From an optimization exercise on the open Yosys and OpenROAD flow, aimed at small area and a short achievable clock period; shortcuts taken in it are not production practice. Function was checked by simulation only, so behaviour that the tests miss may differ from the original. No activity file was given, so power comes from the tool's default toggle rates.

run A:
==> flow/design.v <==
package psum_acc_pkg;
  function automatic integer store_width(input integer t_d_size, input integer f_width);
    store_width = t_d_size + $clog2(f_width - 1);
  endfunction
endpackage
module psum_line_buffer #(
  parameter int DEPTH = 32,
  parameter int WIDTH = 39
) (
  input  logic             clk,
  input  logic             i_shift,
  input  logic [WIDTH-1:0] i_wdata,
  output logic [WIDTH-1:0] o_head
);
  logic [WIDTH-1:0] r_mem [DEPTH];
  always_ff @(posedge clk) begin
    if (i_shift) begin
      r_mem[0] <= i_wdata;
      for (int i = 1; i < DEPTH; i++) r_mem[i] <= r_mem[i-1];
    end
  end
  assign o_head = r_mem[DEPTH-1];
endmodule
module psum_accumulator #(
  parameter int T_D_SIZE = 37,
  parameter int O_D_SIZE = 16,
  parameter int F_WIDTH  = 5,
  parameter int LINE_LEN = 32
) (
  input  logic                       clk,
  input  logic                       rst,
  input  logic                       clk_en,
  input  logic [T_D_SIZE-1:0]        psum_i,
  input  logic                       psum_valid_i,
  output logic                       psum_ready_o,
  input  logic [T_D_SIZE-1:0]        bias_i,
  input  logic [4:0]                 shift_i,
  output logic [O_D_SIZE-1:0]        out_data_o,
  output logic                       out_valid_o,
  input  logic                       out_ready_i,
  output logic [$clog2(F_WIDTH)-1:0] pass_o,
  output logic                       row_done_o
);
  localparam int SW = psum_acc_pkg::store_width(T_D_SIZE, F_WIDTH);
  localparam int FW = SW + 1;
  localparam int PW = $clog2(F_WIDTH);
  localparam int CW = (LINE_LEN > 1) ? $clog2(LINE_LEN) : 1;
  localparam logic [CW-1:0] COL_LAST  = CW'(LINE_LEN - 1);
  localparam logic [PW-1:0] PASS_LAST = PW'(F_WIDTH - 1);
  localparam int FB = 3;                    
  localparam int NF = 1 << FB;              
  localparam int UW = O_D_SIZE + NF - 1;    
  localparam int NG = 4;                    
  logic [CW-1:0]       r_col;
  logic [PW-1:0]       r_pass;
  logic                r_first;    
  logic                r_final;    
  logic [UW-1:0]       r_res_u;     
  logic [FB-1:0]       r_res_fine;  
  logic [NG-1:0]       r_res_fits;  
  logic                r_res_neg;   
  logic                r_out_valid;
  logic                r_row_done;
  logic                w_accept;
  logic                w_col_wrap;
  logic [SW-1:0]       w_head;
  logic [FW-1:0]       w_sum;
  assign psum_ready_o = clk_en & ~(r_final & r_out_valid & ~out_ready_i);
  assign w_accept     = psum_valid_i & psum_ready_o;
  assign w_col_wrap   = (r_col == COL_LAST);
  psum_line_buffer #(
    .DEPTH (LINE_LEN),
    .WIDTH (SW)
  ) u_line_buffer (
    .clk     (clk),
    .i_shift (w_accept),
    .i_wdata (w_sum[SW-1:0]),
    .o_head  (w_head)
  );
  logic [FW-1:0] w_head_x;
  logic [FW-1:0] w_psum_x;
  logic [FW-1:0] w_bias_x;
  assign w_head_x = {w_head[SW-1], w_head};
  assign w_psum_x = {{(FW-T_D_SIZE){psum_i[T_D_SIZE-1]}}, psum_i};
  assign w_bias_x = {{(FW-T_D_SIZE){bias_i[T_D_SIZE-1]}}, bias_i};
  logic [FW-1:0] w_head_g;
  logic [FW-1:0] w_bias_g;
  assign w_head_g = r_first ? '0 : w_head_x;
  assign w_bias_g = r_final ? w_bias_x : '0;
  logic [FW-1:0] w_cs_s;
  logic [FW-1:0] w_cs_c;
  assign w_cs_s = w_head_g ^ w_psum_x ^ w_bias_g;
  assign w_cs_c = {(w_head_g[FW-2:0] & w_psum_x[FW-2:0]) |
                   (w_head_g[FW-2:0] & w_bias_g[FW-2:0]) |
                   (w_psum_x[FW-2:0] & w_bias_g[FW-2:0]), 1'b0};
  assign w_sum  = w_cs_s + w_cs_c;
  function automatic logic sum_bit(input logic [FW-1:0] v, input integer j);
    sum_bit = (j >= FW) ? v[FW-1] : v[j];
  endfunction
  localparam int NC = 32 / NF;
  logic [NC-1:0] w_co_oh;
  always_comb begin
    for (int k = 0; k < NC; k++) w_co_oh[k] = (shift_i[4:FB] == (5 - FB)'(k));
  end
  logic [UW-1:0] w_u;
  always_comb begin
    for (int i = 0; i < UW; i++) begin
      w_u[i] = 1'b0;
      for (int k = 0; k < NC; k++) w_u[i] = w_u[i] | (w_co_oh[k] & sum_bit(w_sum, i + k * NF));
    end
  end
  logic [FW-2:0] w_top_mask;   
  logic [FW-2:0] w_nb_eq;      
  always_comb begin
    for (int j = 0; j < FW - 1; j++) begin
      w_top_mask[j] = ({27'd0, shift_i} + O_D_SIZE - 1 <= j);
      w_nb_eq[j]    = (w_sum[j] == w_sum[j+1]);
    end
  end
  localparam int NP = FW - O_D_SIZE;        
  localparam int GS = (NP + NG - 1) / NG;   
  logic [FW-2:0] w_pair_ok;
  assign w_pair_ok = w_nb_eq | ~w_top_mask;
  logic [NG-1:0] w_fits_g;
  always_comb begin
    for (int g = 0; g < NG; g++) begin
      w_fits_g[g] = 1'b1;
      for (int j = O_D_SIZE - 1 + g * GS; j < O_D_SIZE - 1 + (g + 1) * GS; j++)
        if (j < FW - 1) w_fits_g[g] = w_fits_g[g] & w_pair_ok[j];
    end
  end
  logic [O_D_SIZE-1:0] w_shl;
  always_comb begin
    for (int i = 0; i < O_D_SIZE; i++) w_shl[i] = r_res_u[i + r_res_fine];
  end
  assign out_data_o = (&r_res_fits) ? w_shl : {r_res_neg, {(O_D_SIZE-1){~r_res_neg}}};
  always_ff @(posedge clk or posedge rst) begin
    if (rst) begin
      r_col       <= '0;
      r_pass      <= '0;
      r_first     <= 1'b1;
      r_final     <= 1'b0;
      r_res_u     <= '0;
      r_res_fine  <= '0;
      r_res_fits  <= '1;
      r_res_neg   <= 1'b0;
      r_out_valid <= 1'b0;
      r_row_done  <= 1'b0;
    end else if (clk_en) begin
      r_row_done <= 1'b0;
      if (r_out_valid && out_ready_i) begin
        r_out_valid <= 1'b0;
      end
      if (w_accept) begin
        r_col <= w_col_wrap ? '0 : r_col + 1'b1;
        if (r_final) begin
          r_res_u     <= w_u;
          r_res_fine  <= shift_i[FB-1:0];
          r_res_fits  <= w_fits_g;
          r_res_neg   <= w_sum[FW-1];
          r_out_valid <= 1'b1;
        end
        if (w_col_wrap) begin
          if (r_final) begin
            r_pass     <= '0;
            r_first    <= 1'b1;
            r_final    <= 1'b0;
            r_row_done <= 1'b1;
          end else begin
            r_pass     <= r_pass + 1'b1;
            r_first    <= 1'b0;
            r_final    <= (r_pass == PASS_LAST - 1'b1);
          end
        end
      end
    end
  end
  assign out_valid_o = r_out_valid;
  assign pass_o      = r_pass;
  assign row_done_o  = r_row_done;
endmodule
Settings: LEC_CHECK=0, ABC_AREA=1, CAP_MARGIN=20, CORE_MARGIN=2, CORE_UTILIZATION=55, SETUP_SLACK_MARGIN=5, SLEW_MARGIN=20, BUFFER_PORTS_ARGS=-buffer_cell sky130_fd_sc_hd__buf_2, CTS_ARGS=-sink_clustering_enable -repair_clock_nets -sink_clustering_size 16 -sink_clustering_max_diameter 36 -buf_list sky130_fd_sc_hd__clkbuf_4 sky130_fd_sc_hd__clkbuf_8 -dont_use_dummy_load; clock period 9.0 ns.
standard.sh (not shown) runs the stock make flow with config.mk's settings and CLKGATE_MAP_FILE= SYNTH_SCRIPT=/design/flow/synth_recipe.tcl, a recipe that flattens the netlist after the stock synthesis.
==> flow/flow/run.sh <==
#!/bin/bash
# Standard ORFS layout, with port buffers built from a plain buffer cell
# instead of the flow's default pick (a slow delay cell).
set -euo pipefail
cat flow/extra.mk >> config.mk
bash standard.sh > standard.log 2>&1
==> flow/flow/extra.mk <==
export BUFFER_PORTS_ARGS = -buffer_cell sky130_fd_sc_hd__buf_2
export CTS_ARGS = -sink_clustering_enable -repair_clock_nets -sink_clustering_size 16 -sink_clustering_max_diameter 36 -buf_list sky130_fd_sc_hd__clkbuf_4 sky130_fd_sc_hd__clkbuf_8 -dont_use_dummy_load
Stage in which a tool error killed run A: clock tree synthesis.
--- input diff run A..run B ---
Settings: CTS_ARGS now -sink_clustering_enable -repair_clock_nets -sink_clustering_size 18 -sink_clustering_max_diameter 70 -buf_list sky130_fd_sc_hd__clkbuf_8 -dont_use_dummy_load, was -sink_clustering_enable -repair_clock_nets -sink_clustering_size 16 -sink_clustering_max_diameter 36 -buf_list sky130_fd_sc_hd__clkbuf_4 sky130_fd_sc_hd__clkbuf_8 -dont_use_dummy_load; CORE_UTILIZATION now 60, was 55.
==> flow/flow/extra.mk <==
export BUFFER_PORTS_ARGS = -buffer_cell sky130_fd_sc_hd__buf_2
export CTS_ARGS = -sink_clustering_enable -repair_clock_nets -sink_clustering_size 18 -sink_clustering_max_diameter 70 -buf_list sky130_fd_sc_hd__clkbuf_8 -dont_use_dummy_load
==> comparison <==
- Diff run A..run B | share of synthesized flip-flops with an asynchronous set or reset | unchanged
- Compared with run A, in run B total placed cells including tap cells fell by 94; width of the chip fell by 4.2%.
- Looking at run B and run A, the synthesized cell count is a wash.
- Between run B and run A, the difference in area after detailed placement is negligible.
- On global placement routability congestion: run B sits below run A.
- Per the comparison of run B with run A, share of synthesized area spent on multiplexers saw little to no change, placement row count saw a decrease, half-perimeter wire length after placement saw a decrease.
- Run B | stages: all done | timing, DRC, antenna: all pass
- The final reports for run B and run A show initial standard-cell utilization of the core higher in the former.
Setup changes, run B to run C
Settings: changing SETUP_SLACK_MARGIN from 5 to 4.85; changing CORE_UTILIZATION from 60 to 55.
==> flow/flow/run.sh <==
#!/bin/bash
# Standard ORFS layout with three changes to how it is made:
#  - port buffers use a plain buffer cell (flow/extra.mk) instead of the
#    flow's default pick, a slow delay cell;
#  - the clock tree uses clkbuf_8 sink clusters of up to 18 flip-flops and no
#    dummy loads (flow/extra.mk);
#  - synthesis leaves full and half adders to ABC as plain logic instead of
#    mapping them to the slow sky130 fa/ha cells (ADDER_MAP_FILE empty).
#    Registers are untouched: this only changes the combinational mapping.
set -euo pipefail
cat flow/extra.mk >> config.mk
bash standard.sh ADDER_MAP_FILE= finish > standard.log 2>&1
## What came out
- Looking at layout-stage area growth over the synthesis result, run C sits 3.6 points below run B.
- Run C ended up with a higher number of fill cells in the layout than run B did.
- Setup slack: run C less than run B
- In the reports for run B and run C, the smaller number of non-clock buffers in the layout belongs to run C.
- Compared with run B, run C shows a lower total power draw.
Setup changes, run C to run D
Settings: swapping 4.85 for 5 in SETUP_SLACK_MARGIN; swapping -sink_clustering_enable -repair_clock_nets -sink_clustering_size 18 -sink_clustering_max_diameter 70 -buf_list sky130_fd_sc_hd__clkbuf_8 -dont_use_dummy_load for -sink_clustering_enable -repair_clock_nets -sink_clustering_size 12 -sink_clustering_max_diameter 30 -buf_list sky130_fd_sc_hd__clkbuf_4 -dont_use_dummy_load in CTS_ARGS.
==> flow/flow/run.sh <==
#!/bin/bash
# Standard ORFS layout, with port buffers built from a plain buffer cell
# instead of the flow's default pick (a slow delay cell).
set -euo pipefail
cat flow/extra.mk >> config.mk
bash standard.sh > standard.log 2>&1
==> flow/flow/extra.mk <==
export BUFFER_PORTS_ARGS = -buffer_cell sky130_fd_sc_hd__buf_2
export CTS_ARGS = -sink_clustering_enable -repair_clock_nets -sink_clustering_size 12 -sink_clustering_max_diameter 30 -buf_list sky130_fd_sc_hd__clkbuf_4 -dont_use_dummy_load
Notes after the runs:
- Final hold slack: run D < run C
- Looking at run D and run C, the share of the synthesized area in compound gates (AO/OA/AOI/OAI) is a wash.
- Routability congestion estimate was lower in run C than in run D.
- Across both runs, fraction of standard cell area in multi-input logic was lower for run D than for run C.
- Run C → run D: number of unique standard cell types used by synthesis rose by 8.2%; x dimension of the die lower.
> inputs changed (run D -> run E)
Settings: swapping -sink_clustering_enable -repair_clock_nets -sink_clustering_size 12 -sink_clustering_max_diameter 30 -buf_list sky130_fd_sc_hd__clkbuf_4 -dont_use_dummy_load for -sink_clustering_enable -repair_clock_nets -sink_clustering_size 30 -sink_clustering_max_diameter 50 -buf_list sky130_fd_sc_hd__clkbuf_16 -dont_use_dummy_load in CTS_ARGS.
==> flow/flow/extra.mk <==
export BUFFER_PORTS_ARGS = -buffer_cell sky130_fd_sc_hd__buf_2
export CTS_ARGS = -sink_clustering_enable -repair_clock_nets -sink_clustering_size 30 -sink_clustering_max_diameter 50 -buf_list sky130_fd_sc_hd__clkbuf_16 -dont_use_dummy_load
--- outcome ---
Compared with run D, run E shows a lower number of filler instances in the final layout. Relative to run D, final-layout clock-cell area share has gone up in run E. Run E against run D: instance count on the critical path fell by 2, routed wire length on met3 fell by 23%, post-route clock skew fell by 76 ps. Area: run E vs run D -> run E larger. Taking run D as the reference point, the core utilization of run E rises by 2.8 points. Looking at overall track demand over capacity in global routing across run D and run E, the one that comes out lower is run E. When run E is set beside run D, its power share of the combinational group turns out to be 1.0 points larger.
Here is what was changed in the inputs of run F compared with run E.
Settings: CTS_ARGS now -sink_clustering_enable -repair_clock_nets -sink_clustering_size 24 -sink_clustering_max_diameter 45 -buf_list {sky130_fd_sc_hd__clkbuf_8 sky130_fd_sc_hd__clkbuf_16} -dont_use_dummy_load, was -sink_clustering_enable -repair_clock_nets -sink_clustering_size 30 -sink_clustering_max_diameter 50 -buf_list sky130_fd_sc_hd__clkbuf_16 -dont_use_dummy_load.
==> flow/flow/extra.mk <==
export BUFFER_PORTS_ARGS = -buffer_cell sky130_fd_sc_hd__buf_2
export CTS_ARGS = -sink_clustering_enable -repair_clock_nets -sink_clustering_size 24 -sink_clustering_max_diameter 45 -buf_list {sky130_fd_sc_hd__clkbuf_8 sky130_fd_sc_hd__clkbuf_16} -dont_use_dummy_load
### Flow results
Against run E, run F comes in 2 higher on antenna cell count. The setup slack on run E is in line with that on run F. Diff run F..run E | well tap count | unchanged.

[separate check: timing with driven ports]
How much do the figures lean on ideal ports? The routed layouts below were timed once more, with nothing changed but the port constraints.
Step 1 sets driving cells, clkbuf_16 on the clock port and buf_2 on the other inputs (assumed; they add their load-dependent delay and slew).
Step 2 also shifts input and output timing later by t, the mid clock arrival at the registers, as if the neighbouring blocks saw the same clock.
Slacks: ideal ports / drivers / drivers and shift; pairs: ideal ports / drivers.
run	t, ns	slack for setup (ns)	worst setup path at the end
run B	0.719	4.999 / 4.959 / 4.345	input to register
run C	0.747	4.900 / 4.879 / 4.354	input to register
run D	1.067	4.676 / 4.610 / 4.072	input to register
run E	0.698	4.950 / 4.912 / 4.310	input to register
run F	0.716	4.950 / 4.911 / 4.322	input to register
After both steps every run listed still meets setup and hold. For run B, which loses most, drivers alone change the setup slack by -0.040 ns; drivers and shift together by -0.654 ns.
